What follows belongs to an exercise in optimizing a design on an open flow for small area, a short achievable clock period and few clock cycles; a production flow would make more cautious choices.
Only simulation tests tie the RTL to the original design; equivalence was not proved.
Power figures rest on the tool's default switching activity, not on a simulated workload.

<file path="flow/design.v">
`default_nettype none
package epa_pkg;
  localparam int SCALAR_W = 32;
  localparam int APB_DW   = 32;
  localparam int APB_AW   = 4;
  localparam int N_ITER = 32;
  localparam logic [3:0] OP_ADD = 4'd0, OP_SUB = 4'd1, OP_RED = 4'd2, OP_MUL = 4'd3,
                         OP_DBLR = 4'd4, OP_BR = 4'd5, OP_CALL = 4'd6, OP_RET = 4'd7,
                         OP_SKIPZ = 4'd8, OP_SHK = 4'd9, OP_LDK = 4'd10, OP_FIN = 4'd11,
                         OP_ABSK = 4'd12, OP_LDH = 4'd13, OP_GCD = 4'd14, OP_CALLC = 4'd15;
  localparam logic [3:0] C_ZA = 4'd0, C_KMSB = 4'd1, C_CNT0 = 4'd2, C_KADD = 4'd3,
                         C_KDBL = 4'd4, C_KMUL = 4'd5, C_KCHK = 4'd6, C_PINF = 4'd7,
                         C_QINF = 4'd8, C_NEG = 4'd9, C_ALW = 4'd10, C_DNEG = 4'd11,
                         C_R2V = 4'd12;
  localparam logic [7:0] PC_START = 8'd0;
  function automatic logic [29:0] epa_rom(input logic [7:0] addr);
    case (addr)
      8'd0: epa_rom = 30'h30001400;   
      8'd1: epa_rom = 30'h34001400;   
      8'd2: epa_rom = 30'h14001805;   
      8'd3: epa_rom = 30'h00841400;   
      8'd4: epa_rom = 30'h1088943f;   
      8'd5: epa_rom = 30'h0ddc9400;   
      8'd6: epa_rom = 30'h0e209400;   
      8'd7: epa_rom = 30'h0d909400;   
      8'd8: epa_rom = 30'h14000c19;   
      8'd9: epa_rom = 30'h14000a26;   
      8'd10: epa_rom = 30'h0e649400;   
      8'd11: epa_rom = 30'h0f689400;   
      8'd12: epa_rom = 30'h03001400;   
      8'd13: epa_rom = 30'h0ec85400;   
      8'd14: epa_rom = 30'h14000816;   
      8'd15: epa_rom = 30'h14002e12;   
      8'd16: epa_rom = 30'h1400105b;   
      8'd17: epa_rom = 30'h14001449;   
      8'd18: epa_rom = 30'h14003014;   
      8'd19: epa_rom = 30'h02c01400;   
      8'd20: epa_rom = 30'h18001475;   
      8'd21: epa_rom = 30'h14001449;   
      8'd22: epa_rom = 30'h14000e5b;   
      8'd23: epa_rom = 30'h1800145e;   
      8'd24: epa_rom = 30'h14001449;   
      8'd25: epa_rom = 30'h02401400;   
      8'd26: epa_rom = 30'h02801400;   
      8'd27: epa_rom = 30'h14000e25;   
      8'd28: epa_rom = 30'h0f221400;   
      8'd29: epa_rom = 30'h0f5dd400;   
      8'd30: epa_rom = 30'h03759400;   
      8'd31: epa_rom = 30'h0f75d400;   
      8'd32: epa_rom = 30'h0ed49400;   
      8'd33: epa_rom = 30'h0376d400;   
      8'd34: epa_rom = 30'h07335400;   
      8'd35: epa_rom = 30'h14300025;   
      8'd36: epa_rom = 30'h2c001400;   
      8'd37: epa_rom = 30'h2c001402;   
      8'd38: epa_rom = 30'h14000e5b;   
      8'd39: epa_rom = 30'h14003229;   
      8'd40: epa_rom = 30'h06021400;   
      8'd41: epa_rom = 30'h20001400;   
      8'd42: epa_rom = 30'h1400045b;   
      8'd43: epa_rom = 30'h025c1400;   
      8'd44: epa_rom = 30'h03601400;   
      8'd45: epa_rom = 30'h03001400;   
      8'd46: epa_rom = 30'h0ec85400;   
      8'd47: epa_rom = 30'h24001431;   
      8'd48: epa_rom = 30'h14001449;   
      8'd49: epa_rom = 30'h0fa65400;   
      8'd50: epa_rom = 30'h06b71400;   
      8'd51: epa_rom = 30'h0f2a9400;   
      8'd52: epa_rom = 30'h0eead400;   
      8'd53: epa_rom = 30'h02bb9400;   
      8'd54: epa_rom = 30'h02ab9400;   
      8'd55: epa_rom = 30'h02a99400;   
      8'd56: epa_rom = 30'h0f671400;   
      8'd57: epa_rom = 30'h0e6a9400;   
      8'd58: epa_rom = 30'h0f331400;   
      8'd59: epa_rom = 30'h02eed400;   
      8'd60: epa_rom = 30'h03775400;   
      8'd61: epa_rom = 30'h03775400;   
      8'd62: epa_rom = 30'h03b75400;   
      8'd63: epa_rom = 30'h06679400;   
      8'd64: epa_rom = 30'h07765400;   
      8'd65: epa_rom = 30'h0f6b5400;   
      8'd66: epa_rom = 30'h03331400;   
      8'd67: epa_rom = 30'h03331400;   
      8'd68: epa_rom = 30'h03331400;   
      8'd69: epa_rom = 30'h03b31400;   
      8'd70: epa_rom = 30'h0db99400;   
      8'd71: epa_rom = 30'h3c000275;   
      8'd72: epa_rom = 30'h24001431;   
      8'd73: epa_rom = 30'h06b71400;   
      8'd74: epa_rom = 30'h142c005b;   
      8'd75: epa_rom = 30'h0b6c1400;   
      8'd76: epa_rom = 30'h070c1400;   
      8'd77: epa_rom = 30'h03801400;   
      8'd78: epa_rom = 30'h01841400;   
      8'd79: epa_rom = 30'h28001400;   
      8'd80: epa_rom = 30'h38335400;   
      8'd81: epa_rom = 30'h0bb81400;   
      8'd82: epa_rom = 30'h070f9400;   
      8'd83: epa_rom = 30'h13331480;   
      8'd84: epa_rom = 30'h0f731400;   
      8'd85: epa_rom = 30'h0fb05400;   
      8'd86: epa_rom = 30'h0f339400;   
      8'd87: epa_rom = 30'h0f779400;   
      8'd88: epa_rom = 30'h0e671400;   
      8'd89: epa_rom = 30'h0eab5400;   
      8'd90: epa_rom = 30'h2c001400;   
      8'd91: epa_rom = 30'h02401400;   
      8'd92: epa_rom = 30'h02801400;   
      8'd93: epa_rom = 30'h2c001401;   
      8'd94: epa_rom = 30'h0fa65400;   
      8'd95: epa_rom = 30'h06b71400;   
      8'd96: epa_rom = 30'h0f2a9400;   
      8'd97: epa_rom = 30'h0eead400;   
      8'd98: epa_rom = 30'h02bb9400;   
      8'd99: epa_rom = 30'h02ab9400;   
      8'd100: epa_rom = 30'h02a99400;   
      8'd101: epa_rom = 30'h0f671400;   
      8'd102: epa_rom = 30'h0e6a9400;   
      8'd103: epa_rom = 30'h0f331400;   
      8'd104: epa_rom = 30'h02eed400;   
      8'd105: epa_rom = 30'h03775400;   
      8'd106: epa_rom = 30'h03775400;   
      8'd107: epa_rom = 30'h03b75400;   
      8'd108: epa_rom = 30'h06679400;   
      8'd109: epa_rom = 30'h07765400;   
      8'd110: epa_rom = 30'h0f6b5400;   
      8'd111: epa_rom = 30'h03331400;   
      8'd112: epa_rom = 30'h03331400;   
      8'd113: epa_rom = 30'h03331400;   
      8'd114: epa_rom = 30'h03b31400;   
      8'd115: epa_rom = 30'h0db99400;   
      8'd116: epa_rom = 30'h1c001400;   
      8'd117: epa_rom = 30'h142c2080;   
      8'd118: epa_rom = 30'h025c1400;   
      8'd119: epa_rom = 30'h03601400;   
      8'd120: epa_rom = 30'h1400367a;   
      8'd121: epa_rom = 30'h07435400;   
      8'd122: epa_rom = 30'h03001400;   
      8'd123: epa_rom = 30'h02c41400;   
      8'd124: epa_rom = 30'h12eed41f;   
      8'd125: epa_rom = 30'h01901400;   
      8'd126: epa_rom = 30'h1199941f;   
      8'd127: epa_rom = 30'h1c001400;   
      8'd128: epa_rom = 30'h0faed400;   
      8'd129: epa_rom = 30'h06b71400;   
      8'd130: epa_rom = 30'h0f22d400;   
      8'd131: epa_rom = 30'h0f5f9400;   
      8'd132: epa_rom = 30'h0f339400;   
      8'd133: epa_rom = 30'h07765400;   
      8'd134: epa_rom = 30'h0fb75400;   
      8'd135: epa_rom = 30'h14003689;   
      8'd136: epa_rom = 30'h07031400;   
      8'd137: epa_rom = 30'h07329400;   
      8'd138: epa_rom = 30'h14342091;   
      8'd139: epa_rom = 30'h1430008e;   
      8'd140: epa_rom = 30'h02c01400;   
      8'd141: epa_rom = 30'h1c001400;   
      8'd142: epa_rom = 30'h03681400;   
      8'd143: epa_rom = 30'h03001400;   
      8'd144: epa_rom = 30'h1400145e;   
      8'd145: epa_rom = 30'h0eef5400;   
      8'd146: epa_rom = 30'h0f779400;   
      8'd147: epa_rom = 30'h0d9b9400;   
      8'd148: epa_rom = 30'h0e679400;   
      8'd149: epa_rom = 30'h0d9b9400;   
      8'd150: epa_rom = 30'h0eab5400;   
      8'd151: epa_rom = 30'h0fb31400;   
      8'd152: epa_rom = 30'h03765400;   
      8'd153: epa_rom = 30'h03765400;   
      8'd154: epa_rom = 30'h07bb5400;   
      8'd155: epa_rom = 30'h06679400;   
      8'd156: epa_rom = 30'h0f725400;   
      8'd157: epa_rom = 30'h02781400;   
      8'd158: epa_rom = 30'h03281400;   
      8'd159: epa_rom = 30'h1c001400;   
      default: epa_rom = {22'd0, addr};   
    endcase
  endfunction
endpackage
`default_nettype wire
`default_nettype none
module epa_alu #(
  parameter int DG = 4
) (
  input  logic [32:0]   ss_i,
  input  logic [32:0]   sc_i,
  input  logic [31:0]   a,
  input  logic [32:0]   ap,
  input  logic [30:0]   p,
  input  logic [DG-1:0] bd,
  output logic [32:0]   ss_o,
  output logic [32:0]   sc_o
);
  logic [32:0] ss, sc, m0, m1, s0, s1, c0, c1;
  logic        q;
  always_comb begin
    ss = ss_i;
    sc = sc_i;
    for (int j = 0; j < DG; j++) begin
      m0 = bd[j] ? {1'b0, a} : 33'd0;
      m1 = bd[j] ? ap : {2'b00, p};
      s0 = ss ^ sc ^ m0;
      c0 = (ss & sc) | (ss & m0) | (sc & m0);
      s1 = ss ^ sc ^ m1;
      c1 = (ss & sc) | (ss & m1) | (sc & m1);
      q  = ss[0] ^ sc[0] ^ m0[0];
      ss = q ? {1'b0, s1[32:1]} : {1'b0, s0[32:1]};
      sc = q ? c1 : c0;
    end
    ss_o = ss;
    sc_o = sc;
  end
endmodule
`default_nettype wire
`default_nettype none
module ecc_point_arithmetic_gfp_top #(
  parameter int FIELD_BITS = 31
) (
  input  logic                           clk,
  input  logic                           rst,
  input  logic                           in_valid,
  output logic                           in_ready,
  input  logic [1:0]                     kind,
  input  logic [FIELD_BITS-1:0]          p_x,
  input  logic [FIELD_BITS-1:0]          p_y,
  input  logic                           p_inf,
  input  logic [FIELD_BITS-1:0]          q_x,
  input  logic [FIELD_BITS-1:0]          q_y,
  input  logic                           q_inf,
  input  logic signed [epa_pkg::SCALAR_W-1:0] scalar,
  output logic                           out_valid,
  input  logic                           out_ready,
  output logic [FIELD_BITS-1:0]          r_x,
  output logic [FIELD_BITS-1:0]          r_y,
  output logic                           r_inf,
  output logic                           on_curve,
  input  logic                           psel,
  input  logic                           penable,
  input  logic                           pwrite,
  input  logic [epa_pkg::APB_AW-1:0]     paddr,
  input  logic [epa_pkg::APB_DW-1:0]     pwdata,
  output logic [epa_pkg::APB_DW-1:0]     prdata,
  output logic                           pready
);
  localparam int W  = FIELD_BITS;
  localparam int DG = 4;                           
  localparam int NC = epa_pkg::N_ITER / DG;        
  localparam logic [1:0] KIND_ADD = 2'd0;
  localparam logic [1:0] KIND_DBL = 2'd1;
  localparam logic [1:0] KIND_MUL = 2'd2;
  localparam logic [1:0] KIND_CHK = 2'd3;
  localparam logic [1:0] REG_MODULUS = 2'd0;
  localparam logic [1:0] REG_CURVE_A = 2'd1;
  localparam logic [1:0] REG_CURVE_B = 2'd2;
  localparam logic [3:0] R_ZERO = 4'd0, R_ONE = 4'd1, R_RC = 4'd2, R_CP = 4'd3,
                         R_CA = 4'd4, R_CB = 4'd5, R_AM = 4'd6, R_PX = 4'd7, R_PY = 4'd8,
                         R_X = 4'd9, R_Y = 4'd10, R_Z = 4'd11, R_T1 = 4'd12, R_T2 = 4'd13,
                         R_T3 = 4'd14, R_K = 4'd15;
  localparam logic [2:0] A_ADD = 3'd0, A_SUB = 3'd1, A_RED = 3'd2, A_CPA = 3'd3,
                         A_RAW = 3'd4, A_GCD = 3'd5, A_AP = 3'd6;
  localparam logic [2:0] G_UV = 3'd0, G_VSUB = 3'd1, G_ADDRS = 3'd2,
                         G_S2 = 3'd4, G_R2 = 3'd5;
  logic [W-1:0] modulus, curve_a, curve_b;
  logic         cfg_wr;
  logic [31:0] am, px, py, rx, ry, rz, t1, t2, t3;
  logic [31:0] rc2;             
  logic        r2v;
  logic        busy, busy_nx, ov_nx;
  logic [7:0]  pc, pc_nx, ret;
  logic [29:0] ir, ir_nx;
  logic [3:0]  op, dst, op_nx;
  logic [4:0]  cnd;
  logic [7:0]  tgt;
  logic [6:0]  mc0, mc1;
  logic        cond, zf, zph;
  logic        mbz0, mbz1, cp0, cp1, cp0_nx, cp1_nx, cpa, stall, hz, sa_hz, sb_hz, d_hz;
  logic        free0, free1, c_cu;
  logic [3:0]  md0, md1, sa, sb;
  logic [6:0]  rc;              
  logic [15:0] soa, sob;         
  logic [2:0]  gst, gst_nx;
  logic        g_gtr;
  logic        g_ue, g_ve, g_gt, g_vz, g_stay;
  logic [3:0]  wdst, g_ra, g_rb;
  logic [1:0]  op_kind;
  logic        pinf, qinf, neg;
  logic [33:0] kreg, hreg;       
  logic        knz;
  logic [6:0]  cnt, cnt_nx;
  logic        f_c0, f_c1, f_c2n;    
  logic [31:0] rda, rdb;
  logic [32:0] ss0, sc0, ssn0, scn0, ap0, ss1, sc1, ssn1, scn1, ap1;
  logic [31:0] ma0, mb0, ma1, mb1;
  logic [33:0] s3, c3, kneg, apn;
  logic [33:0] xa, yb, kk, u, w;
  logic [31:0] res, res_r, r_gsh, r_base, res_a_r, res_w_r;
  logic        res_s_r;
  logic        r_selw, r_gpick;      
  logic [3:0]  wd_r;
  logic        wv_r, fa_nx, fb_nx, vz_r;
  logic        wen, za;
  logic [2:0]  aop_nx;
  logic        c_xss, c_cin;
  logic [4:0]  c_yb;             
  logic [3:0]  c_kk;             
  logic        mul_go;
  logic [3:0]  c_res;            
  assign pready   = 1'b1;
  assign cfg_wr   = psel & penable & pwrite;
  assign r_x      = rx[W-1:0];
  assign r_y      = ry[W-1:0];
  always_comb begin
    prdata = '0;
    case (paddr[3:2])
      REG_MODULUS: prdata = epa_pkg::APB_DW'(modulus);
      REG_CURVE_A: prdata = epa_pkg::APB_DW'(curve_a);
      REG_CURVE_B: prdata = epa_pkg::APB_DW'(curve_b);
      default:     prdata = '0;
    endcase
  end
  always_ff @(posedge clk) begin
    if (rst || cfg_wr) r2v <= 1'b0;
    else if (busy && wv_r && wd_r == R_RC) r2v <= 1'b1;
  end
  always_ff @(posedge clk) begin
    if (rst) begin
      modulus <= W'(97);
      curve_a <= W'(2);
      curve_b <= W'(3);
    end else if (cfg_wr) begin
      case (paddr[3:2])
        REG_MODULUS: modulus <= pwdata[W-1:0];
        REG_CURVE_A: curve_a <= pwdata[W-1:0];
        REG_CURVE_B: curve_b <= pwdata[W-1:0];
        default: ;
      endcase
    end
  end
  always_comb begin
    op  = ir[29:26];
    dst = ir[25:22];
    sa  = ir[21:18];
    sb  = ir[17:14];
    cnd = ir[13:9];
    tgt = ir[7:0];
  end
  function automatic logic [31:0] rdoh(input logic [15:0] oh, input logic [W-1:0] cp,
                                       input logic [W-1:0] ca, input logic [W-1:0] cb,
                                       input logic [31:0] am_, input logic [31:0] px_,
                                       input logic [31:0] py_, input logic [31:0] x_,
                                       input logic [31:0] y_, input logic [31:0] z_,
                                       input logic [31:0] t1_, input logic [31:0] t2_,
                                       input logic [31:0] t3_, input logic [31:0] fw_,
                                       input logic [31:0] rc_);
    rdoh = ({32{oh[R_K]}} & fw_) | ({31'd0, oh[R_ONE]}) | ({32{oh[R_RC]}} & rc_) |
           ({32{oh[R_CP]}} & {1'b0, cp}) | ({32{oh[R_CA]}} & {1'b0, ca}) |
           ({32{oh[R_CB]}} & {1'b0, cb}) | ({32{oh[R_AM]}} & am_) |
           ({32{oh[R_PX]}} & px_) | ({32{oh[R_PY]}} & py_) |
           ({32{oh[R_X]}} & x_) | ({32{oh[R_Y]}} & y_) | ({32{oh[R_Z]}} & z_) |
           ({32{oh[R_T1]}} & t1_) | ({32{oh[R_T2]}} & t2_) | ({32{oh[R_T3]}} & t3_);
  endfunction
  always_comb begin
    rda = rdoh(soa, modulus, curve_a, curve_b, am, px, py, rx, ry, rz, t1, t2, t3, res_r, rc2);
    rdb = rdoh(sob, '0, '0, '0, am, px, py, rx, ry, rz, t1, t2, t3, res_r, rc2);
    za  = (rda == 32'd0);
  end
  epa_alu #(
    .DG (DG)
  ) u_mul0 (
    .ss_i (ss0),
    .sc_i (sc0),
    .a    (ma0),
    .ap   (ap0),
    .p    (modulus),
    .bd   (mb0[DG-1:0]),
    .ss_o (ssn0),
    .sc_o (scn0)
  );
  epa_alu #(
    .DG (DG)
  ) u_mul1 (
    .ss_i (ss1),
    .sc_i (sc1),
    .a    (ma1),
    .ap   (ap1),
    .p    (modulus),
    .bd   (mb1[DG-1:0]),
    .ss_o (ssn1),
    .sc_o (scn1)
  );
  function automatic logic [33:0] padd(input logic [33:0] x, input logic [33:0] y,
                                       input logic ci);
    logic [34:0] g, pp;
    g  = {x & y, ci};
    pp = {x ^ y, 1'b0};
    for (int d = 1; d < 35; d = d * 2) begin
      for (int i = 34; i >= d; i--) begin
        g[i]  = g[i] | (pp[i] & g[i-d]);
        pp[i] = pp[i] & pp[i-d];
      end
    end
    padd = (x ^ y) ^ g[33:0];
  endfunction
  function automatic logic [2:0] aop_of(input logic [3:0] o, input logic [2:0] g,
                                        input logic mf);
    case (o)
      epa_pkg::OP_SUB: aop_of = A_SUB;
      epa_pkg::OP_RED: aop_of = A_RED;
      epa_pkg::OP_MUL: aop_of = A_AP;
      epa_pkg::OP_GCD: aop_of = (g == G_UV || g == G_VSUB) ? A_GCD : A_RAW;
      default:         aop_of = A_ADD;
    endcase
  endfunction
  always_comb begin
    xa = c_xss ? {1'b0, c_cu ? ss1 : ss0} : {2'b00, rda};
    yb = ({34{c_yb[0]}} & {2'b00, rdb}) | ({34{c_yb[1]}} & ~{2'b00, rdb}) |
         ({34{c_yb[2]}} & {3'b000, modulus}) | ({34{c_yb[3]}} & ~{3'b000, modulus}) |
         ({34{c_yb[4]}} & {1'b0, c_cu ? sc1 : sc0});
    kk = ({34{c_kk[0]}} & ~{3'b000, modulus}) | ({34{c_kk[1]}} & {3'b000, modulus}) |
         {34{c_kk[3]}};
    u  = padd(xa, yb, c_cin);
    s3 = xa ^ yb ^ kk;
    c3 = {(xa[32:0] & yb[32:0]) | (xa[32:0] & kk[32:0]) | (yb[32:0] & kk[32:0]), c_kk[0]};
    w  = padd(s3, c3, c_cin);
    apn = padd({2'b00, rda}, {3'b000, modulus}, 1'b0);
    r_selw  = (c_res[0] & ~w[33]) | (c_res[1] & u[33]);
    r_gpick = c_res[2] & (~rda[0] | ~rdb[0]);
    r_gsh   = !rda[0] ? {1'b0, rda[31:1]} : {1'b0, rdb[31:1]};
    r_base  = c_res[2] ? u[32:1] : u[31:0];
    res = r_selw ? w[31:0] : r_gpick ? r_gsh : r_base;
    res_r = res_s_r ? res_w_r : res_a_r;
    if (op == epa_pkg::OP_ABSK) kneg = padd(~kreg, 34'd0, 1'b1);
    else kneg = padd(kreg, {kreg[32:0], 1'b0}, 1'b0);
    knz = kreg[33] ^ hreg[33];
  end
  always_comb begin
    case (cnd[3:0])
      epa_pkg::C_ZA:    cond = zf;
      epa_pkg::C_KMSB:  cond = knz;
      epa_pkg::C_DNEG:  cond = (op_kind == KIND_MUL) & kreg[33] & ~hreg[33];
      epa_pkg::C_CNT0:  cond = f_c0;
      epa_pkg::C_KADD:  cond = (op_kind == KIND_ADD);
      epa_pkg::C_KDBL:  cond = (op_kind == KIND_DBL);
      epa_pkg::C_KMUL:  cond = (op_kind == KIND_MUL);
      epa_pkg::C_KCHK:  cond = (op_kind == KIND_CHK);
      epa_pkg::C_PINF:  cond = pinf;
      epa_pkg::C_QINF:  cond = qinf;
      epa_pkg::C_NEG:   cond = neg;
      epa_pkg::C_R2V:   cond = r2v;
      default: cond = 1'b1;
    endcase
    cond = cond ^ cnd[4];
  end
  always_comb begin
    pc_nx = pc + 8'd1;
    wen   = 1'b0;
    wdst  = dst;
    cpa   = cp0 | cp1;
    sa_hz = (mbz0 && sa == md0) || (mbz1 && sa == md1);
    sb_hz = (mbz0 && sb == md0) || (mbz1 && sb == md1);
    d_hz  = (mbz0 && dst == md0) || (mbz1 && dst == md1);
    case (op)
      epa_pkg::OP_ADD, epa_pkg::OP_SUB: hz = sa_hz | sb_hz | d_hz;
      epa_pkg::OP_RED:  hz = sa_hz | d_hz;
      epa_pkg::OP_BR:   hz = (cnd[3:0] == epa_pkg::C_ZA) & sa_hz;
      epa_pkg::OP_MUL:  hz = sa_hz | sb_hz;
      epa_pkg::OP_DBLR, epa_pkg::OP_GCD, epa_pkg::OP_FIN: hz = mbz0 | mbz1;
      default:          hz = 1'b0;
    endcase
    free0  = !mbz0 | cp0;
    free1  = !mbz1 | cp1;
    mul_go = !hz & (free0 | free1);
    stall  = (op == epa_pkg::OP_MUL) ? !mul_go : (cpa | hz);
    g_ue   = ~rda[0];
    g_ve   = ~rdb[0];
    g_gt   = ~w[33];
    g_vz   = vz_r;
    g_stay = 1'b0;
    gst_nx = G_UV;
    g_ra   = R_T1;
    g_rb   = R_T2;
    if (op == epa_pkg::OP_GCD) begin
      case (gst)
        G_UV: begin
          wdst   = (g_ue || !g_ve) ? R_T1 : R_T2;
          g_stay = ~g_vz;
          gst_nx = g_vz ? G_UV : g_ue ? G_S2 : g_ve ? G_R2 : G_ADDRS;
        end
        G_ADDRS: begin
          wdst   = g_gtr ? R_T3 : R_AM;
          g_stay = 1'b1;
          gst_nx = g_gtr ? G_S2 : G_VSUB;
        end
        G_VSUB: begin wdst = R_T2; g_stay = 1'b1; gst_nx = G_R2; end
        G_S2:   begin wdst = R_AM; g_stay = 1'b1; gst_nx = G_UV; end
        default: begin wdst = R_T3; g_stay = 1'b1; gst_nx = G_UV; end
      endcase
      case (gst_nx)
        G_UV:    begin g_ra = R_T1; g_rb = R_T2; end
        G_VSUB:  begin g_ra = R_T2; g_rb = R_T1; end
        G_S2:    begin g_ra = R_AM; g_rb = R_AM; end
        G_R2:    begin g_ra = R_T3; g_rb = R_T3; end
        default: begin g_ra = R_T3; g_rb = R_AM; end
      endcase
    end
    case (op)
      epa_pkg::OP_ADD, epa_pkg::OP_SUB, epa_pkg::OP_RED: wen = 1'b1;
      epa_pkg::OP_DBLR: begin
        if (tgt[7]) begin
          wen = !f_c2n;
          if (wen) pc_nx = pc;
        end else begin
          wen = 1'b1;
          if (rc != tgt[6:0]) pc_nx = pc;
        end
      end
      epa_pkg::OP_GCD: begin
        if (gst == G_UV) wen = ~g_vz & (g_ue | g_ve | g_gt);
        else wen = 1'b1;
        if (g_stay) pc_nx = pc;
      end
      epa_pkg::OP_BR: begin
        if (cnd[3:0] == epa_pkg::C_ZA && !zph) pc_nx = pc;
        else if (cond) pc_nx = tgt;
      end
      epa_pkg::OP_CALL: pc_nx = tgt;
      epa_pkg::OP_CALLC: if (cond) pc_nx = tgt;
      epa_pkg::OP_RET:  pc_nx = ret;
      epa_pkg::OP_SKIPZ: if (!knz && !f_c0) pc_nx = pc;
      epa_pkg::OP_SHK:  if (!f_c1) pc_nx = tgt;
      default: ;
    endcase
    if (stall) begin
      pc_nx = pc;
      wen   = 1'b0;
    end
    if (cpa) begin
      wen  = 1'b1;
      wdst = cp1 ? md1 : md0;
    end
    if (!busy) pc_nx = epa_pkg::PC_START;
    ir_nx = epa_pkg::epa_rom(pc_nx);
    if (busy && op == epa_pkg::OP_GCD && g_stay && !stall) begin
      fa_nx = 1'b0;
      fb_nx = 1'b0;
    end else begin
      fa_nx = busy & wen & (wdst == ir_nx[21:18]);
      fb_nx = busy & wen & (wdst == ir_nx[17:14]);
    end
    op_nx = ir_nx[29:26];
    cp0_nx = mbz0 && !cp0 && (mc0 == 7'(NC - 1));
    cp1_nx = mbz1 && !cp1 && (mc1 == 7'(NC - 1));
    aop_nx = (cp0_nx | cp1_nx) ? A_CPA :
             aop_of(op_nx, (busy && op == epa_pkg::OP_GCD && g_stay && !stall) ? gst_nx : gst, 1'b1);
    busy_nx = busy ? !(op == epa_pkg::OP_FIN && !stall) : (in_valid & in_ready);
    ov_nx   = (busy && op == epa_pkg::OP_FIN && !stall) | (out_valid & ~out_ready);
    if (rst) begin
      busy_nx = 1'b0;
      ov_nx   = 1'b0;
    end
  end
  always_comb begin
    cnt_nx = cnt;
    if (busy && !stall) begin
      case (op)
        epa_pkg::OP_SKIPZ: if (!knz && !f_c0) cnt_nx = cnt - 7'd1;
        epa_pkg::OP_SHK:   cnt_nx = cnt - 7'd1;
        epa_pkg::OP_LDK:   cnt_nx = 7'd0;
        epa_pkg::OP_GCD:   if (gst == G_UV && !g_vz) cnt_nx = cnt + 7'd1;
        epa_pkg::OP_DBLR:  if (tgt[7] && !f_c2n) cnt_nx = cnt + 7'd1;
        default: ;
      endcase
    end
    if (in_ready) cnt_nx = 7'd33;
  end
  always_ff @(posedge clk) begin
    busy      <= busy_nx;
    out_valid <= ov_nx;
    in_ready  <= ~busy_nx & ~ov_nx;
  end
  always_ff @(posedge clk) begin
    pc  <= pc_nx;
    ir  <= ir_nx;
    if (busy && op == epa_pkg::OP_GCD && g_stay && !stall) begin
      soa <= fa_nx ? 16'h8000 : 16'd1 << g_ra;
      sob <= fb_nx ? 16'h8000 : 16'd1 << g_rb;
      gst <= gst_nx;
      if (gst == G_UV) g_gtr <= g_gt;
    end else begin
      soa <= fa_nx ? 16'h8000 : 16'd1 << ir_nx[21:18];
      sob <= fb_nx ? 16'h8000 : 16'd1 << ir_nx[17:14];
      if (!(busy && op == epa_pkg::OP_GCD && stall)) gst <= G_UV;
    end
    res_a_r <= r_gpick ? r_gsh : r_base;
    res_w_r <= w[31:0];
    res_s_r <= r_selw;
    cnt   <= cnt_nx;
    f_c0  <= (cnt_nx == 7'd0);
    f_c1  <= (cnt_nx == 7'd1);
    f_c2n <= (cnt_nx == 7'(2 * epa_pkg::N_ITER));
    wd_r  <= wdst;
    wv_r  <= busy & wen;
    vz_r  <= (((wv_r && wd_r == R_T2) ? res_r : t2) == 32'd0);
    c_xss <= (aop_nx == A_CPA);
    c_cu  <= cp1_nx;
    c_cin <= (aop_nx == A_SUB) | (aop_nx == A_RED) | (aop_nx == A_GCD);
    c_yb  <= {aop_nx == A_CPA, aop_nx == A_RED, 1'b0,
              (aop_nx == A_SUB) | (aop_nx == A_GCD),
              (aop_nx == A_ADD) | (aop_nx == A_RAW)};
    c_kk  <= {aop_nx == A_GCD, 1'b0, (aop_nx == A_SUB) | (aop_nx == A_RED),
              (aop_nx == A_ADD) | (aop_nx == A_CPA)};
    c_res <= {(aop_nx == A_RAW) | (aop_nx == A_AP), aop_nx == A_GCD,
              (aop_nx == A_SUB) | (aop_nx == A_RED), (aop_nx == A_ADD) | (aop_nx == A_CPA)};
    if (!stall) zph <= busy && op == epa_pkg::OP_BR && cnd[3:0] == epa_pkg::C_ZA && !zph;
    zf  <= za;
    cp0 <= cp0_nx;
    cp1 <= cp1_nx;
    if (!busy) begin
      mbz0 <= 1'b0;
      mbz1 <= 1'b0;
      mc0  <= 7'd0;
      mc1  <= 7'd0;
    end else begin
      if (op == epa_pkg::OP_MUL && !stall && free0) begin
        ma0  <= rda;
        mb0  <= rdb;
        ap0  <= apn[32:0];
        ss0  <= '0;
        sc0  <= '0;
        md0  <= dst;
        mbz0 <= 1'b1;
        mc0  <= 7'd0;
      end else if (mbz0) begin
        mb0 <= mb0 >> DG;
        ss0 <= ssn0;
        sc0 <= scn0;
        mc0 <= mc0 + 7'd1;
        if (cp0) mbz0 <= 1'b0;
      end
      if (op == epa_pkg::OP_MUL && !stall && !free0) begin
        ma1  <= rda;
        mb1  <= rdb;
        ap1  <= apn[32:0];
        ss1  <= '0;
        sc1  <= '0;
        md1  <= dst;
        mbz1 <= 1'b1;
        mc1  <= 7'd0;
      end else if (mbz1) begin
        mb1 <= mb1 >> DG;
        ss1 <= ssn1;
        sc1 <= scn1;
        mc1 <= mc1 + 7'd1;
        if (cp1) mbz1 <= 1'b0;
      end
    end
    if (busy && !stall) begin
      if (op == epa_pkg::OP_DBLR) rc <= (rc == tgt[6:0]) ? 7'd0 : rc + 7'd1;
      else rc <= 7'd0;
      if (op == epa_pkg::OP_CALL || (op == epa_pkg::OP_CALLC && cond)) ret <= pc + 8'd1;
      case (op)
        epa_pkg::OP_SKIPZ: if (!knz && !f_c0) begin
          kreg <= kreg << 1;
          hreg <= hreg << 1;
        end
        epa_pkg::OP_SHK: begin
          kreg <= kreg << 1;
          hreg <= hreg << 1;
        end
        epa_pkg::OP_ABSK: if (neg) kreg <= {2'b00, kneg[31:0]};
        epa_pkg::OP_LDH:  hreg <= kneg;
        epa_pkg::OP_FIN: begin
          r_inf    <= tgt[0];
          on_curve <= tgt[1];
        end
        default: ;
      endcase
    end else if (!busy) begin
      rc <= 7'd0;
    end
    if (in_ready) begin
      px      <= {1'b0, p_x};
      py      <= {1'b0, p_y};
      rx      <= {1'b0, (kind == KIND_ADD) ? q_x : p_x};
      ry      <= {1'b0, (kind == KIND_ADD) ? q_y : p_y};
      kreg    <= {2'b00, scalar};
      neg     <= scalar[31];
      op_kind <= kind;
      pinf    <= p_inf;
      qinf    <= q_inf;
    end else if (wv_r) begin
      case (wd_r)
        R_AM: am <= res_r;
        R_RC: rc2 <= res_r;
        R_PX: px <= res_r;
        R_PY: py <= res_r;
        R_X:  rx <= res_r;
        R_Y:  ry <= res_r;
        R_Z:  rz <= res_r;
        R_T1: t1 <= res_r;
        R_T2: t2 <= res_r;
        R_T3: t3 <= res_r;
        default: ;
      endcase
    end
  end
endmodule
`default_nettype wire
</file>
<file path="flow/run.sh">
#!/bin/bash
# synth_recipe.tcl (not shown) runs the flow's synth.tcl, then flattens the netlist and writes it again
# the make line also repeats each setting of config.mk as NAME=value (left out here)
make -C /OpenROAD-flow-scripts/flow DESIGN_CONFIG=/design/flow/config.mk WORK_HOME=/design/flow/orfs CLKGATE_MAP_FILE= SYNTH_SCRIPT=/design/flow/synth_recipe.tcl finish
</file>
<file path="flow/config.mk">
export PLATFORM = sky130hd
export DESIGN_NAME = ecc_point_arithmetic_gfp_top
export DESIGN_NICKNAME = ecc_point_arithmetic_gfp_top
export VERILOG_FILES = /design/flow/design.v
export SDC_FILE = /design/flow/constraint.sdc
export NUM_CORES = 4
export LEC_CHECK = 0
export CAP_MARGIN = 20
export CORE_MARGIN = 2
export CORE_UTILIZATION = 60
export SETUP_SLACK_MARGIN = 4
export SLEW_MARGIN = 20
</file>
<file path="flow/constraint.sdc">
create_clock -name core_clock -period 10.0 [get_ports {clk}]
set_input_delay 2.0000 -clock core_clock [delete_from_list [all_inputs] [get_ports {clk}]]
set_output_delay 2.0000 -clock core_clock [all_outputs]
set_load 0.01 [all_outputs]
</file>
==> results of run 1 <==
cells by family after synthesis:
logic type,Yosys count,share of synthesized area
buffers and inverters,1076,0.05538
xor gates and xnor gates,206,0.02332
DFF,1016,0.3550
other,2,0.00009606
adders and majority gates,723,0.1676
muxes,855,0.1158
AOI/OAI and AO/OA,1715,0.1433
and+or+nand+nor,2320,0.1395
layout make-up:
class                           instances  area share
Sequential cell                      1016      0.3113
Antenna cell                            6   0.0001680
Clock inverter                         54    0.007979
Tap cell                             1742     0.02438
Inverter                              510     0.02164
Timing Repair Buffer                  591     0.06690
Multi-Input combinational cell       5823      0.5295
Clock buffer                          162     0.03817
worst max-delay path: stages:
cell	delay (ps)
clkdlybuf4s15_2	300
buf_12	250
nor2b_4	290
buf_12	260
nand2_1	80
o21ai_0	200
clkdlybuf4s50_1	650
routing by layer:
layer  wire (um)  vias to the layer above  GRT usage
met1      109900                    32660     0.5685
met2      118400                     4692     0.6022
met5          15                        -          0
li1            -                    28490          -
met3       37210                      915     0.1173
met4       14910                        2     0.1870
synth_stat cells (59+ instances only):
library cell  count
mux2i_1         458
and2_1          283
nor2_1          509
o21ai_0         397
inv_1           502
clkbuf_1        410
buf_4            65
fa_1            540
a221oi_1         63
a21oi_1         420
nor3_1          107
nand2_1         880
a211oi_1         80
dfxtp_1         275
mux2_2          397
ha_1            183
edfxtp_1        741
nand3_1         147
xor2_1           76
a22oi_1         249
buf_1            59
nor2b_1          61
xnor2_1         129
nand4_1          88
a31oi_1          89
through the flow:
step                      worst slack, ps  cells  total power [W]
after floorplan                      4003   7913          0.01403
after global routing                 3949   9904          0.02508
after global placement               2349   9545          0.01758
after detailed placement             2251   9545          0.01769
after CTS                            3983   9830          0.02297
final                                3950   9904          0.02408
state kept, by name, summed over array words and instances, names as in the netlist, 33 cells and up:
signal and count:
sc1 33, ap1 33, sc0 33, ap0 33, kreg 34, hreg 34
power breakdown:
group	total (W)	switching (W)	internal, W
combinational	0.0136	0.00841	0.00523
sequential	0.00589	0.000449	0.00544
clock	0.00455	0.00192	0.00263
how the worst max path moves through the flow:
stage | from | endpoint | slack [ps]
CTS | mb1[0] | ss1[18] | 3980
floorplan | res_s_r | res_a_r[30] | 4000
detailed placement | ma1[0] | ss1[18] | 2250
global route | py[0] | res_s_r | 3950
global placement | ma1[0] | ss1[11] | 2350
finish | paddr[2] | prdata[20] | 3950
timing repair:
item                       in CTS  in global routing
cloned                          6                  5
gates resized for setup       193                180
pin swaps                      32                 55
setup endpoints to repair     266                198
setup buffers                  63                 63
hold buffers                    0                  0
==> impl_results.md, run 1 <==
* Count of buffers inserted at the top-level ports at roughly 300
* Instance area at placement at a little over 80,000 um2
* Final slew viol count at 0
* Reg-to-reg critical path endpoint: res_s_r
* Routed wire length per instance at between 20 and 30 um
* Number of buffers added by the clock tree synthesis step at between 100 and 150
* Via count of the first global-routing pass at between 60,000 and 70,000
* Worst hold path stage count at 1
* Die width at ~360 um
* Ys flop type: edfxtp_1
* Worst r2r src: res_s_r
* Result of the run: timing/DRC/antenna clean
* Hold_sp: mc0[6]
* Largest net degree at the start of global routing at 85
* Highest clock rate at between 0.15 and 0.2 GHz
* Post-Synthesis Net Count at approximately 8,800
* Global-route usage over all layers at 0.4119
* Final setup TNS at 0 ps
* Number of enable flip-flop cells after synthesis at between 700 and 800
* Post-route design area at 89,390 um2
* Slew at the pin closest to its max-slew limit at between 1000 and 1500 ps
* Sort of element at the end of the critical path: output pin
* Register-to-register setup slack at roughly 4100 ps
* Worst hold slack at 458.3 ps
* Gpl congestion at around 1.0
* Clk Tree Root Cell: clkbuf_16
* DIE HEIGHT at approximately 360 um
* Max_cap viols at 0
* Power per cell area at 269.4 nW/um2
* Number of optimization iterations in the first detailed-route pass at 11
* Fill count at 10,000
* Proportion of netlist area held by the largest area contributor at 0.2846
* Count of boundary I/O pins at approximately 300
* Library cells used by synthesis at 102
* Count of endpoints failing hold in the final timing report at 0
* Endpoint of the worst hold path: cp0
* Final setup violation count at 0
* Area of the multi-input gates at around 47,000 um2
* CP startpoint kind: input port
* Max FO, Critical Path at 18
* Sequential cell area fraction in the yosys report at 0.3550
* Cell type with the highest aggregate area in the netlist: edfxtp_1
* Via count at 66,760
* Min-delay worst type: register to register
* Area Overhead vs Synth at 14.34%
* Number of flip-flops and latches in the synthesized netlist at between 1,000 and 1,500
* Minimum clock period after layout at 6050 ps
* IR Drop Worst-Case VDD at a little over 0.3 mV
* Number of sinks handled by clock tree synthesis at 1,016
* Detailed placer's ending HPWL at 189,500 um
* Worst Reg2Reg Path Length in Cells at 20
* Commonest cells after routing, fill and taps aside: 870 x nand2_1, 741 x edfxtp_1, 530 x fa_1, 498 x inv_1, 494 x nor2_1
* Mean post-synth cell area at 9.880 um2
* GRT overflow at 0
* First-pass GRT wire length at a little over 400,000 um
* Main area contributors after synthesis: edfxtp_1 28%, fa_1 14%, dfxtp_1 7.0%, mux2i_1 5.9%, mux2_2 5.7%
* Most frequent standard cell in the layout excluding fill and tap cells: nand2_1
* Antenna violations before repair at 11
* Number of violations reported at the end of detailed-routing iteration 0 at a little over 9,000
* Depth of the CTS H-tree at 3
* Post-route ant nets at 0
* Vias per Instance at a little under 7
* Std cell rows at between 100 and 150
* Proportion of synthesized flip-flops having asynchronous set or reset at 0
* Storage cell area at around 28,000 um2
* Cell count after synthesis at ~7,900
* Leakage power at between 30 and 40 nW
* TritonCTS clock tree: done
* Layout cell share with drive strength beyond 1 at 0.1398
* Skew-Pair Late Insertion Delay at roughly 830 ps
* Starting density of the core at 0.6038
* Headroom to the max-slew limit at 0.1922
* Portion of the clock cycle consumed by the worst path in the final layout at 0.6050
* Final Skew at about 130 ps
* Setup repair after global routing missed its margin: false
* Data arrival time of the critical path at 4050 ps
* Clock-pin transition on the worst setup and hold timing paths at roughly 60 ps
* Required time of the critical path at roughly 8000 ps
* Max Buffers Root-to-Sink at 3
* Final wirelength at approximately 280,000 um
* Share of the core filled with cells in the final layout at 0.6903
* Total standard cell area after synthesis at 78,180 um2
* Yosys Warn Count at 2
* Number of nets in the finished design at roughly 9,000
* Area of the die at 133,200 um2
* Number of DRC violations after detailed routing at 0
* Type of the worst setup path: input port to output pin
* Core box area at approximately 130,000 um2
Testbench counts, summed over its fixed seeds: cycles 80,975.
==> run 2: changes to the inputs <==
--- a/flow/config.mk
+++ b/flow/config.mk
@@ -7,6 +7,6 @@
 export LEC_CHECK = 0
 export CAP_MARGIN = 20
 export CORE_MARGIN = 2
-export CORE_UTILIZATION = 60
+export CORE_UTILIZATION = 40
 export SETUP_SLACK_MARGIN = 4
 export SLEW_MARGIN = 20
==> run 2 against run 1 <==
  * Still clean on timing, DRC and antenna
  * Fmax is 0.11% higher
  * Sequential power hardly changed
  * First-iteration DRC count shrank 17%
  * Final cell count rose by 8.3%
  * Total power fell by 0.65%
  * Critical path depth unchanged
  * Largest power group unchanged
==> impl_results.md, run 2 <==
* Depth of the CTS H-tree at 3 (unchanged)
* Most common cell in the netlist: nand2_1
* Yosys Warn Count at 2 (unchanged)
* Worst hold path stage count at 1 (unchanged)
* Clock-pin transition on the worst setup and hold timing paths at 70 ps (about the same)
* Clk Tree Root Cell: clkbuf_16
* Starting density of the core at 0.4018 (-0.2020)
* Count of endpoints failing hold in the final timing report at 0 (unchanged)
* Final wirelength at 292,400 um (+4.3%)
* Minimum clock period after layout at 6043 ps (-6.730 ps)
* Type of the worst setup path: input port to output pin
* CP startpoint kind: input port
* GRT met2 Usage at 0.4305 (-0.1716)
* Max FO, Critical Path at 18 (unchanged)
* Leakage power at 35.60 nW (-0.19%)
* Number of sinks handled by clock tree synthesis at 1,016 (unchanged)
* Synth cell count leaders: 880 x nand2_1, 741 x edfxtp_1, 540 x fa_1, 509 x nor2_1, 502 x inv_1
* Area Overhead vs Synth at 15.33%
* Final Skew at 93.88 ps (-34.28 ps)
* Fill count at 18,120 (+81%)
* Proportion of netlist area held by the largest area contributor at 0.2846 (unchanged)
* Delay of the slowest critical-path stage at 620 ps (-30 ps)
* Portion of the clock cycle consumed by the worst path in the final layout at 0.6043 (-0.0006730)
* Power per cell area at 265.3 nW/um2 (-1.5%)
* DIE HEIGHT at 446.1 um (+22%)
* Final setup TNS at 0 ps (unchanged)
* Area of the die at 199,000 um2 (+49%)
* Routed wire length per instance at 27.27 um (-3.7%)
* Crit-path most repeated cell: buf_12
* GRT overflow at 0 (unchanged)
* Vias per Instance at 6.109 (-9.4%)
* Met1 usage in global routing at 0.3899 (-0.1786)
* Slowest cell on the critical path: clkdlybuf4s50_1
* Mean post-synth cell area at 9.880 um2 (unchanged)
* IR Drop Worst-Case VDD at 0.4133 mV (+34%)
* Main area contributors after synthesis: edfxtp_1 28%, fa_1 14%, dfxtp_1 7.0%, mux2i_1 5.9%, mux2_2 5.7%
* TritonCTS clock tree: done
* Commonest cells after routing, fill and taps aside: 873 x nand2_1, 741 x edfxtp_1, 531 x fa_1, 499 x inv_1, 498 x nor2_1
* Skew-Pair Late Insertion Delay at 800 ps (-30 ps)
* First-pass GRT wire length at 425,200 um (+3.7%)
* Share of the core filled with cells in the final layout at 0.4634 (-0.2270)
* Final setup violation count at 0 (unchanged)
* Result of the run: timing/DRC/antenna clean
* Post-Synthesis Net Count at 8,839 (unchanged)
* Final slew viol count at 0 (unchanged)
* Slew at the pin closest to its max-slew limit at 1073 ps (-131.0 ps)
* Number of buffers added by the clock tree synthesis step at 109 (-4.4%)
* Sequential cell area fraction in the yosys report at 0.3550 (unchanged)
* Die width at 446.1 um (+22%)
* Proportion of synthesized flip-flops having asynchronous set or reset at 0 (unchanged)
* Std cell rows at 162 (+23%)
* Number of nets in the finished design at 9,003 (+0.23%)
* Library cells used by synthesis at 102 (unchanged)
* Hold-fix buffer count after cts at 0 (unchanged)
* Setup repair after global routing missed its margin: true
* Number of enable flip-flop cells after synthesis at 741 (unchanged)
* Gpl congestion at 0.9519 (-5.8%)
* Count of buffers inserted at the top-level ports at 296 (unchanged)
* Critical path cell sequence: clkdlybuf4s15_2, buf_12, nor2b_4, buf_12, nand2_1, o21ai_1, clkdlybuf4s50_1
* Global routing met3 resource utilization at 0.05861 (-0.05871)
* Detailed placer's ending HPWL at 201,900 um (+6.6%)
* Most used routing layer in global routing: met2
* Highest clock rate at 0.1655 GHz (+0.11%)
* Antenna violations before repair at 10 (-1)
* Max_cap viols at 0 (unchanged)
* Number of violations reported at the end of detailed-routing iteration 0 at 7,699 (-17%)
* Max Buffers Root-to-Sink at 3 (unchanged)
* Via count at 65,510 (-1.9%)
* Sort of element at the end of the critical path: output pin
* Global-route usage over all layers at 0.2841 (-0.1278)
* Via count of the first global-routing pass at 64,590 (-0.59%)
* Headroom to the max-slew limit at 0.2801 (+0.08787)
* Largest net degree at the start of global routing at 84 (-1.2%)
* Core box area at 194,600 um2 (+50%)
* Number of DRC violations after detailed routing at 0 (unchanged)
* Layout cell share with drive strength beyond 1 at 0.1400 (+0.0001816)
* Min-delay worst type: register to register
* Number of flip-flops and latches in the synthesized netlist at 1,016 (unchanged)
* Total standard cell area after synthesis at 78,180 um2 (unchanged)
* Leading registers by flop count: hreg: 34 flops, kreg: 34 flops
* Cell count after synthesis at 7,913 (unchanged)
* Count of boundary I/O pins at 302 (unchanged)
* Post-route ant nets at 0 (unchanged)
* Worst Reg2Reg Path Length in Cells at 14 (-30%)
* Ys flop type: edfxtp_1
* Most frequent standard cell in the layout excluding fill and tap cells: nand2_1
* Data arrival time of the critical path at 4040 ps (about the same)
* Required time of the critical path at 8000 ps (about the same)
* Cell type with the highest aggregate area in the netlist: edfxtp_1
* Number of optimization iterations in the first detailed-route pass at 9 (-2)
[run 2: layout make-up]
| type | count | area [um2] | share of cell area |
|---|---|---|---|
| Multi-Input combinational cell | 5821 | 47330 | 0.5250 |
| Clock inverter | 58 | 629.4 | 0.006980 |
| Tap cell | 2542 | 3181 | 0.03528 |
| Timing Repair Buffer | 619 | 6225 | 0.06904 |
| Antenna cell | 8 | 20.02 | 0.0002220 |
| Sequential cell | 1016 | 27830 | 0.3086 |
| Inverter | 510 | 1933 | 0.02144 |
| Clock buffer | 150 | 3014 | 0.03343 |
[run 2: critical path: cells and delay by family]
family                 cells  cell delay, ps
AO/OA/AOI/OAI              1             240
AND/OR/NAND/NOR            2             380
buffers and inverters      4            1390
[run 2: layer usage]
layer | wire, um | up-vias
li1 | - | 28550
met1 | 120900 | 32590
met2 | 126800 | 3614
met3 | 29610 | 760
met4 | 15030 | 6
met5 | 28 | -
[run 2: report_power, final]
part | switching [W] | internal [W] | leakage [nW]
Clock | 0.00188 | 0.00233 | 1.77
Sequential | 0.000459 | 0.00543 | 9.19
Combinational | 0.00839 | 0.00543 | 24.6
Total | 0.0107 | 0.0132 | 35.6
[run 2: through the flow]
step	setup slack (ps)	cell area, um2	hold slack (ps)	total power [W]	instances
floorplan	4003	78210	421.6	0.01403	7913
global placement	2526	83420	447.9	0.01770	10360
detailed placement	2397	83430	443.7	0.01777	10360
CTS	3981	88720	468.8	0.02282	10630
global route	3910	90150	493.7	0.02513	10720
finish	3957	90160	458.5	0.02392	10720
[run 2: path summary, 6_finish.rpt]
kind	slack, ps	end	startpoint
max reg2reg	4060	ss0[9]	mb0[0]
max	3960	prdata[12]	paddr[2]
min	460	cp0	mc0[6]
min reg2reg	460	cp0	mc0[6]
[run 2: repair_timing]
item | in CTS | in global routing
setup buffers | 60 | 77
resized for setup | 231 | 153
endpoints found under the setup margin | 315 | 198
cloned | 7 | 7
pin swaps | 36 | 64
[run 2: logic make-up (layout without fill, tap and decap cells)]
kind of cell / Yosys count / in the layout / share of synthesized area
buffers and inverters: 1076 / 1337 / 0.05538
other: 2 / 10 / 0.00009606
xor gates and xnor gates: 206 / 206 / 0.02332
muxes: 855 / 855 / 0.1158
DFF: 1016 / 1016 / 0.3550
AOI/OAI and AO/OA: 1715 / 1715 / 0.1433
and+or+nand+nor: 2320 / 2320 / 0.1395
adders and majority gates: 723 / 723 / 0.1676
==> run 3: changes to the inputs <==
--- a/flow/config.mk
+++ b/flow/config.mk
@@ -8,5 +8,5 @@
 export CAP_MARGIN = 20
 export CORE_MARGIN = 2
 export CORE_UTILIZATION = 40
-export SETUP_SLACK_MARGIN = 4
+export SETUP_SLACK_MARGIN = 4.5
 export SLEW_MARGIN = 20
==> run 3 against run 2 <==
  * Still clean on timing, DRC and antenna
  * Die area unchanged
  * Worst setup slack improved by 170 ps
  * Design area up 4.8%
  * Wire length is 5.3% higher
  * Largest cell class unchanged
==> impl_results.md, run 3 <==
* Result of the run: timing/DRC/antenna clean
* Number of sinks handled by clock tree synthesis at 1,016 (unchanged)
* Number of flip-flops and latches in the synthesized netlist at 1,016 (unchanged)
* Internal power summed over all cells at 0.01396 W (+5.8%)
* Proportion of synthesized flip-flops having asynchronous set or reset at 0 (unchanged)
* Main area contributors after synthesis: edfxtp_1 28%, fa_1 14%, dfxtp_1 7.0%, mux2i_1 5.9%, mux2_2 5.7%
* Ys flop type: edfxtp_1
* Final setup TNS at 0 ps (unchanged)
* Cell count after synthesis at 7,913 (unchanged)
* First-pass GRT wire length at 440,800 um (+3.7%)
* Portion of the clock cycle consumed by the worst path in the final layout at 0.5869 (-0.01737)
* Total standard cell area after synthesis at 78,180 um2 (unchanged)
* Max FO, Critical Path at 6 (-12)
* Max_cap viols at 0 (unchanged)
* Post-Synthesis Net Count at 8,839 (unchanged)
* Relative contribution of sequential cells to total power at 0.233 (-0.013)
* Commonest cells after routing, fill and taps aside: 864 x nand2_1, 741 x edfxtp_1, 527 x fa_1, 492 x inv_1, 484 x nor2_1
* Most common cell in the netlist: nand2_1
* Clk Tree Root Cell: clkbuf_16
* Layout cell share with drive strength beyond 1 at 0.1852 (+0.04523)
* Crit-path most repeated cell: fa_4
* Final slew viol count at 0 (unchanged)
* Type of the worst setup path: register to register
* Slew at the pin closest to its max-slew limit at 1155 ps (+81.60 ps)
* Worst Reg2Reg Path Length in Cells at 18 (+4)
* Yosys Warn Count at 2 (unchanged)
* Headroom to the max-slew limit at 0.2254 (-0.05472)
* Min-delay worst type: register to register
* Number of cells on the critical path at 18 (+11)
* Number of nets in the finished design at 9,240 (+2.6%)
* Routed wire length per instance at 28.10 um (+3.1%)
* Core box area at 194,600 um2 (unchanged)
* Highest clock rate at 0.1704 GHz (+3.0%)
* Starting density of the core at 0.4018 (unchanged)
* Gpl congestion at 0.9633 (+1.2%)
* Required time of the critical path at 10,480 ps (+2480 ps)
* Critical path cell sequence: and2_4, fa_4, buf_12, buf_16, nor2_4, a31oi_4, fa_4, nor2_4, a31oi_2, inv_1, fa_4, mux2i_4, fa_4, buf_12, buf_12, clkbuf_16, mux2i_1, nor2_1
* NetSw at 0.01129 W (+5.3%)
* Pre-CTS setup slack at 1893 ps (-504.0 ps)
* Global-route usage over all layers at 0.2966 (+0.01245)
* Vias per Instance at 6.172 (+1.0%)
* Setup repair after global routing missed its margin: true
* Leakage power at 37.57 nW (+5.5%)
* Cell type with the highest aggregate area in the netlist: edfxtp_1
* Detailed placer's ending HPWL at 204,800 um (+1.4%)
* Antenna violations before repair at 11 (+1)
* Skew-Pair Late Insertion Delay at 790 ps (about the same)
* Number of violations reported at the end of detailed-routing iteration 0 at 8,155 (+5.9%)
* Std cell rows at 162 (unchanged)
* Post-route ant nets at 0 (unchanged)
* DIE HEIGHT at 446.1 um (unchanged)
* Delay of the slowest critical-path stage at 890 ps (+270 ps)
* Reg-to-reg critical path endpoint: sc1[28]
* Final setup violation count at 0 (unchanged)
* Switching power as a share of total power at 0.4472 (-0.001275)
* Via count at 67,640 (+3.3%)
* Finished Layout Cells at 10,960 (+2.2%)
* Cell family with most CP delay: adder cells
* Area Overhead vs Synth at 20.89%
* Fill count at 17,750 (-2.0%)
* Final Skew at 73.90 ps (-19.98 ps)
* Count of boundary I/O pins at 302 (unchanged)
* Capture point of the worst path: sc1[28]
* Minimum clock period after layout at 5869 ps (-173.7 ps)
* Leading registers by flop count: hreg: 34 flops, kreg: 34 flops
* Final wirelength at 307,900 um (+5.3%)
* Max Buffers Root-to-Sink at 3 (unchanged)
* Hold-fix buffer count after cts at 0 (unchanged)
* Worst setup margin at 4131 ps (+173.7 ps)
* Synth cell count leaders: 880 x nand2_1, 741 x edfxtp_1, 540 x fa_1, 509 x nor2_1, 502 x inv_1
* Count of endpoints failing hold in the final timing report at 0 (unchanged)
* Number of optimization iterations in the first detailed-route pass at 8 (-1)
* GRT overflow at 0 (unchanged)
* Slowest cell on the critical path: fa_4
* Sort of element at the end of the critical path: register
* Clock-pin transition on the worst setup and hold timing paths at 60 ps (about the same)
* IR Drop Worst-Case VDD at 0.2910 mV (-30%)
* TritonCTS clock tree: done
* Number of DRC violations after detailed routing at 0 (unchanged)
* Number of enable flip-flop cells after synthesis at 741 (unchanged)
* Instance area at placement at 83,470 um2 (about the same)
* Power per cell area at 267.2 nW/um2 (+0.73%)
* Proportion of netlist area held by the largest area contributor at 0.2846 (unchanged)
* Number of buffers added by the clock tree synthesis step at 113 (+3.7%)
* Mean post-synth cell area at 9.880 um2 (unchanged)
* Data arrival time of the critical path at 6350 ps (+2310 ps)
* Launching element of the worst setup path: ma1[0]
* CP startpoint kind: register
* Die width at 446.1 um (unchanged)
* Share of the core filled with cells in the final layout at 0.4857 (+0.02234)
* Most frequent standard cell in the layout excluding fill and tap cells: nand2_1
* Worst r2r src: ma1[0]
* Via count of the first global-routing pass at 65,740 (+1.8%)
* Largest net degree at the start of global routing at 98 (+17%)
* Register-to-register setup slack at 4130 ps (+70 ps)
* Depth of the CTS H-tree at 3 (unchanged)
* Placed Cells incl. Taps at 10,350 (-0.039%)
* Clock network fraction of design power at 0.174 (-0.002)
* Library cells used by synthesis at 102 (unchanged)
* Count of buffers inserted at the top-level ports at 296 (unchanged)
* Area of the die at 199,000 um2 (unchanged)
* Sum of buffers and inverters on the critical path at 6 (+2)
* Sequential cell area fraction in the yosys report at 0.3550 (unchanged)
* Logic pwr share at 0.594 (+0.016)
* Post-route design area at 94,510 um2 (+4.8%)
run 3: cell counts after synthesis:
No cell type changed its count.
run 3: how the worst min path moves through the flow:
stage | from | endpoint | slack (ps) | cells past startpoint
after global routing | mc0[6] | cp0 | 480 | 1
after detailed placement | mc0[6] | cp0 | 440 | 1
final | mc0[6] | cp0 | 460 | 1
after CTS | mc0[6] | cp0 | 450 | 1
after global placement | mc0[6] | cp0 | 440 | 1
after floorplan | mc0[6] | cp0 | 420 | 1
run 3: power by group through the flow:
stage	logic (W)	registers, W	clock network, W
global placement	0.0119	0.00592	0
global route	0.0160	0.00590	0.00457
finish	0.0150	0.00588	0.00439
floorplan	0.00843	0.00568	0
detailed placement	0.0120	0.00593	0
CTS	0.0136	0.00585	0.00442
run 3: metal layers:
| layer | up-vias | track usage | wire length [um] |
|---|---|---|---|
| li1 | 29010 | - | - |
| met1 | 33560 | 0.3981 | 123300 |
| met2 | 4152 | 0.4492 | 133000 |
| met3 | 925 | 0.06476 | 32580 |
| met4 | 0 | 0.1525 | 19040 |
| met5 | - | 0 | 0 |
run 3: cell type report:
class | instances | area [um2] | area share
diodes | 4 | 10.01 | 0.0001059
clock buffers | 142 | 3069 | 0.03247
clock inverters | 72 | 779.5 | 0.008248
inverters | 510 | 1983 | 0.02098
multi-input cells | 5822 | 48600 | 0.5142
flip-flops and latches | 1016 | 27860 | 0.2948
well taps | 2542 | 3181 | 0.03365
repair buffers | 848 | 9000 | 0.09522
repair inverters | 3 | 26.28 | 0.0002780
run 3: what timing repair did:
item | in CTS | in global routing
setup buffers | 204 | 139
resized for setup | 491 | 288
cloned | 30 | 14
pin swaps | 108 | 149
setup endpoints to repair | 352 | 256
run 3: cells by family (layout without fill, tap and decap cells):
logic type,count (synthesis),after routing,share of synthesized area
DFF,1016,1016,0.3550
xor gates and xnor gates,206,206,0.02332
muxes,855,855,0.1158
AOI/OAI and AO/OA,1715,1716,0.1433
other,2,6,0.00009606
buffers and inverters,1076,1575,0.05538
adders and majority gates,723,723,0.1676
and+or+nand+nor,2320,2320,0.1395
run 3: per-stage QoR:
stage                     hold WS [ps]  total power, W
after detailed placement         439.3         0.01790
final                            455.1         0.02526
after CTS                        452.2         0.02388
after global routing             480.0         0.02644
after global placement           437.0         0.01787
after floorplan                  421.6         0.01412
==> run 4: changes to the inputs <==
--- a/flow/config.mk
+++ b/flow/config.mk
@@ -7,6 +7,6 @@
 export LEC_CHECK = 0
 export CAP_MARGIN = 20
 export CORE_MARGIN = 2
-export CORE_UTILIZATION = 40
-export SETUP_SLACK_MARGIN = 4.5
+export CORE_UTILIZATION = 50
+export SETUP_SLACK_MARGIN = 4.25
 export SLEW_MARGIN = 20
==> run 4 against run 3 <==
  * Wire length decreased by 5.4%
  * Core utilization increased by 9.8 points
  * Non-clock buffer count decreased by 180
  * First-iteration DRC count increased by 3.1%
  * Critical path depth decreased by 11
  * Highest routed layer is now met5
  * Sequential power decreased by 0.7%
==> impl_results.md, run 4 <==
* Result of the run: timing/DRC/antenna clean
* Count of buffers inserted at the top-level ports at 296 (unchanged)
* Depth of the CTS H-tree at 3 (unchanged)
* Final setup violation count at 0 (unchanged)
* Max_cap viols at 0 (unchanged)
* Count of boundary I/O pins at 302 (unchanged)
* Number of sinks handled by clock tree synthesis at 1,016 (unchanged)
* Clk Tree Root Cell: clkbuf_16
* Ys flop type: edfxtp_1
* Crit-path most repeated cell: buf_12
* Power per cell area at 272.8 nW/um2 (+2.1%)
* Setup repair after global routing missed its margin: true
* Number of buffers added by the clock tree synthesis step at 117 (+3.5%)
* Final Skew at 93.30 ps (+19.40 ps)
* Relative contribution of sequential cells to total power at 0.236 (+0.003)
* Area of the multi-input gates at 47,770 um2 (-1.7%)
* Type of the worst setup path: input port to output pin
* Number of optimization iterations in the first detailed-route pass at 9 (+1)
* Proportion of netlist area held by the largest area contributor at 0.2846 (unchanged)
* Post-Synthesis Net Count at 8,839 (unchanged)
* Library cells used by synthesis at 102 (unchanged)
* IR Drop Worst-Case VDD at 0.2894 mV (-0.57%)
* Number of flip-flops and latches in the synthesized netlist at 1,016 (unchanged)
* Area of the die at 159,500 um2 (-20%)
* Most frequent standard cell in the layout excluding fill and tap cells: nand2_1
* Antenna violations before repair at 18 (+7)
* Global-route usage over all layers at 0.3550 (+0.05843)
* Synth cell count leaders: 880 x nand2_1, 741 x edfxtp_1, 540 x fa_1, 509 x nor2_1, 502 x inv_1
* Gpl congestion at 1.009 (+4.8%)
* Minimum clock period after layout at 5778 ps (-90.68 ps)
* Required time of the critical path at 8000 ps (-2480 ps)
* First-pass GRT wire length at 422,700 um (-4.1%)
* Std cell rows at 145 (-10%)
* Clock-pin transition on the worst setup and hold timing paths at 60 ps (about the same)
* TritonCTS clock tree: done
* Most common cell in the netlist: nand2_1
* Sum of buffers and inverters on the critical path at 4 (-2)
* Count of endpoints failing hold in the final timing report at 0 (unchanged)
* Post-route ant nets at 0 (unchanged)
* Sequential cell area fraction in the yosys report at 0.3550 (unchanged)
* CP startpoint kind: input port
* Internal power summed over all cells at 0.01378 W (-1.3%)
* Routed wire length per instance at 28.28 um (+0.63%)
* Cell family with most CP delay: buffers and inverters
* Portion of the clock cycle consumed by the worst path in the final layout at 0.5778 (-0.009068)
* Main area contributors after synthesis: edfxtp_1 28%, fa_1 14%, dfxtp_1 7.0%, mux2i_1 5.9%, mux2_2 5.7%
* Data arrival time of the critical path at 3780 ps (-2570 ps)
* NetSw at 0.01103 W (-2.3%)
* Cell count after synthesis at 7,913 (unchanged)
* Proportion of synthesized flip-flops having asynchronous set or reset at 0 (unchanged)
* Total standard cell area after synthesis at 78,180 um2 (unchanged)
* Number of nets in the finished design at 9,060 (-1.9%)
* Switching power as a share of total power at 0.4446 (-0.002590)
* Sort of element at the end of the critical path: output pin
* Fill count at 13,280 (-25%)
* Headroom to the max-slew limit at 0.2340 (+0.008576)
* Yosys Warn Count at 2 (unchanged)
* Min-delay worst type: register to register
* Largest net degree at the start of global routing at 84 (-14%)
* Max FO, Critical Path at 24 (+18)
* Delay of the slowest critical-path stage at 440 ps (-450 ps)
* Pre-CTS setup slack at 2049 ps (+156.6 ps)
* Slowest cell on the critical path: dlygate4sd2_1
* Worst setup margin at 4222 ps (+90.68 ps)
* Clock network fraction of design power at 0.183 (+0.009)
* Detailed placer's ending HPWL at 195,800 um (-4.4%)
* Die width at 399.4 um (-10%)
* Storage cell area at 27,820 um2 (-0.15%)
* Number of violations reported at the end of detailed-routing iteration 0 at 8,409 (+3.1%)
* DIE HEIGHT at 399.4 um (-10%)
* Layout cell share with drive strength beyond 1 at 0.1520 (-0.03323)
* Number of enable flip-flop cells after synthesis at 741 (unchanged)
* Leakage power at 36.16 nW (-3.8%)
* Via count of the first global-routing pass at 64,390 (-2.1%)
* Cell type with the highest aggregate area in the netlist: edfxtp_1
* Max Buffers Root-to-Sink at 3 (unchanged)
* Final setup TNS at 0 ps (unchanged)
* Via count at 66,330 (-1.9%)
* Slew at the pin closest to its max-slew limit at 1146 ps (-8.617 ps)
* Leading registers by flop count: hreg: 34 flops, kreg: 34 flops
* Highest clock rate at 0.1731 GHz (+1.6%)
* Core box area at 155,700 um2 (-20%)
* GRT overflow at 0 (unchanged)
* Vias per Instance at 6.435 (+4.3%)
* Final wirelength at 291,400 um (-5.4%)
* Logic pwr share at 0.581 (-0.013)
* Mean post-synth cell area at 9.880 um2 (unchanged)
* Hold-fix buffer count after cts at 0 (unchanged)
* Skew-Pair Late Insertion Delay at 810 ps (+20 ps)
* Critical path cell sequence: clkdlybuf4s18_2, buf_12, nor2b_4, buf_12, nand2_1, o21ai_0, dlygate4sd2_1
* Starting density of the core at 0.5022 (+0.1005)
* Number of DRC violations after detailed routing at 0 (unchanged)
* Area Overhead vs Synth at 16.31%
* Final slew viol count at 0 (unchanged)
* Commonest cells after routing, fill and taps aside: 872 x nand2_1, 741 x edfxtp_1, 529 x fa_1, 495 x inv_1, 493 x nor2_1
[run 4: changes by cell type in the layout (fill, tap and decap cells not counted), moves of 16 or more]
cell	before	now
buf_12	46	28
buf_16	28	12
buf_4	389	284
buf_6	50	28
mux2_2	362	387
mux2_4	35	10
mux2i_1	432	449
o21ai_0	349	375
[run 4: layout make-up]
type	count	share of cell area
Antenna cell	10	0.0002752
Inverter	510	0.02162
Clock inverter	66	0.008861
Multi-Input combinational cell	5821	0.5253
Timing Repair Buffer	668	0.07418
Clock buffer	158	0.03549
Sequential cell	1016	0.3060
Tap cell	2058	0.02832
[run 4: repair_timing]
action	in CTS	in global routing
pin swaps	57	77
gates resized for setup	275	187
cloned	14	6
endpoints found under the hold margin	0	0
setup buffers	118	70
endpoints found under the setup margin	271	197
[run 4: cell families (layout without fill, tap and decap cells)]
group,count (synthesis),after routing,share of synthesized area
and+or+nand+nor,2320,2320,0.1395
AOI/OAI and AO/OA,1715,1715,0.1433
buffers and inverters,1076,1402,0.05538
DFF,1016,1016,0.3550
muxes,855,855,0.1158
adders and majority gates,723,723,0.1676
xor gates and xnor gates,206,206,0.02332
other,2,12,0.00009606
[run 4: path summary, 6_finish.rpt]
kind                 start           to  slack [ps]  cells past startpoint
setup / recovery  paddr[2]    prdata[4]        4220                      7
setup reg to reg    soa[8]  res_a_r[30]        4240                     22
hold / removal      mc0[6]          cp0         450                      1
hold reg to reg     mc0[6]          cp0         450                      1
[run 4: per-layer routing]
metal | track usage | share of wire | routed length (um) | vias up
met5 | 0 | 0.00015 | 45 | -
met4 | 0.1456 | 0.046 | 13360 | 6
met3 | 0.06609 | 0.10 | 30290 | 771
met2 | 0.5256 | 0.43 | 125000 | 3926
met1 | 0.5111 | 0.42 | 122800 | 32960
li1 | - | - | - | 28660
[run 4: power by group through the flow]
stage	registers [W]	clock network [W]	logic (W)
after floorplan	0.00568	0	0.00842
after global placement	0.00589	0	0.0118
after detailed placement	0.00589	0	0.0119
after CTS	0.00582	0.00458	0.0132
after global routing	0.00587	0.00474	0.0154
final	0.00584	0.00454	0.0144
[run 4: stage by stage]
stage	power [W]	hold slack [ps]	area, um2	cells	util
2_1_floorplan	0.01410	421.6	78270	7913	-
3_3_place_gp	0.01769	435.4	82830	9865	0.5321
3_5_place_dp	0.01779	440.6	82830	9865	0.5321
4_1_cts	0.02363	449.1	89360	10220	0.5741
5_1_grt	0.02599	485.4	90920	10310	0.5841
6_report	0.02481	449.4	90930	10310	0.5841

port drivers added, routing unchanged:
How much do the figures lean on ideal ports? The routed layouts below were timed once more, with nothing changed but the port constraints.
Step 1 (the two cells are an assumption about what drives the block):
set clk [get_ports {clk}]
set_driving_cell -lib_cell sky130_fd_sc_hd__clkbuf_16 $clk
set_driving_cell -lib_cell sky130_fd_sc_hd__buf_2 [delete_from_list [all_inputs] $clk]
Step 2, shift: input delay + t, output delay - t, t = (earliest + latest rising clock arrival at the registers) / 2. This alone moves slack from input paths to output paths.
a / b / c = ideal / step 1 / step 2; a / b = the first two.
run | t, ns | setup slack, ns | worst setup path after step 2 | cell pins on the clock port's net
run 1 | 0.859 | 3.950 / 3.926 / 3.926 | input to output | 1
run 2 | 0.839 | 3.957 / 3.928 / 3.928 | input to output | 1
run 3 | 0.848 | 4.131 / 4.131 / 4.131 | register to register | 1
run 4 | 0.861 | 4.222 / 4.194 / 4.194 | input to output | 1
After both steps every run listed still meets setup and hold. The setup slack of run 2, which loses most, moves by -0.029 ns with the drivers and by -0.029 ns with both steps.
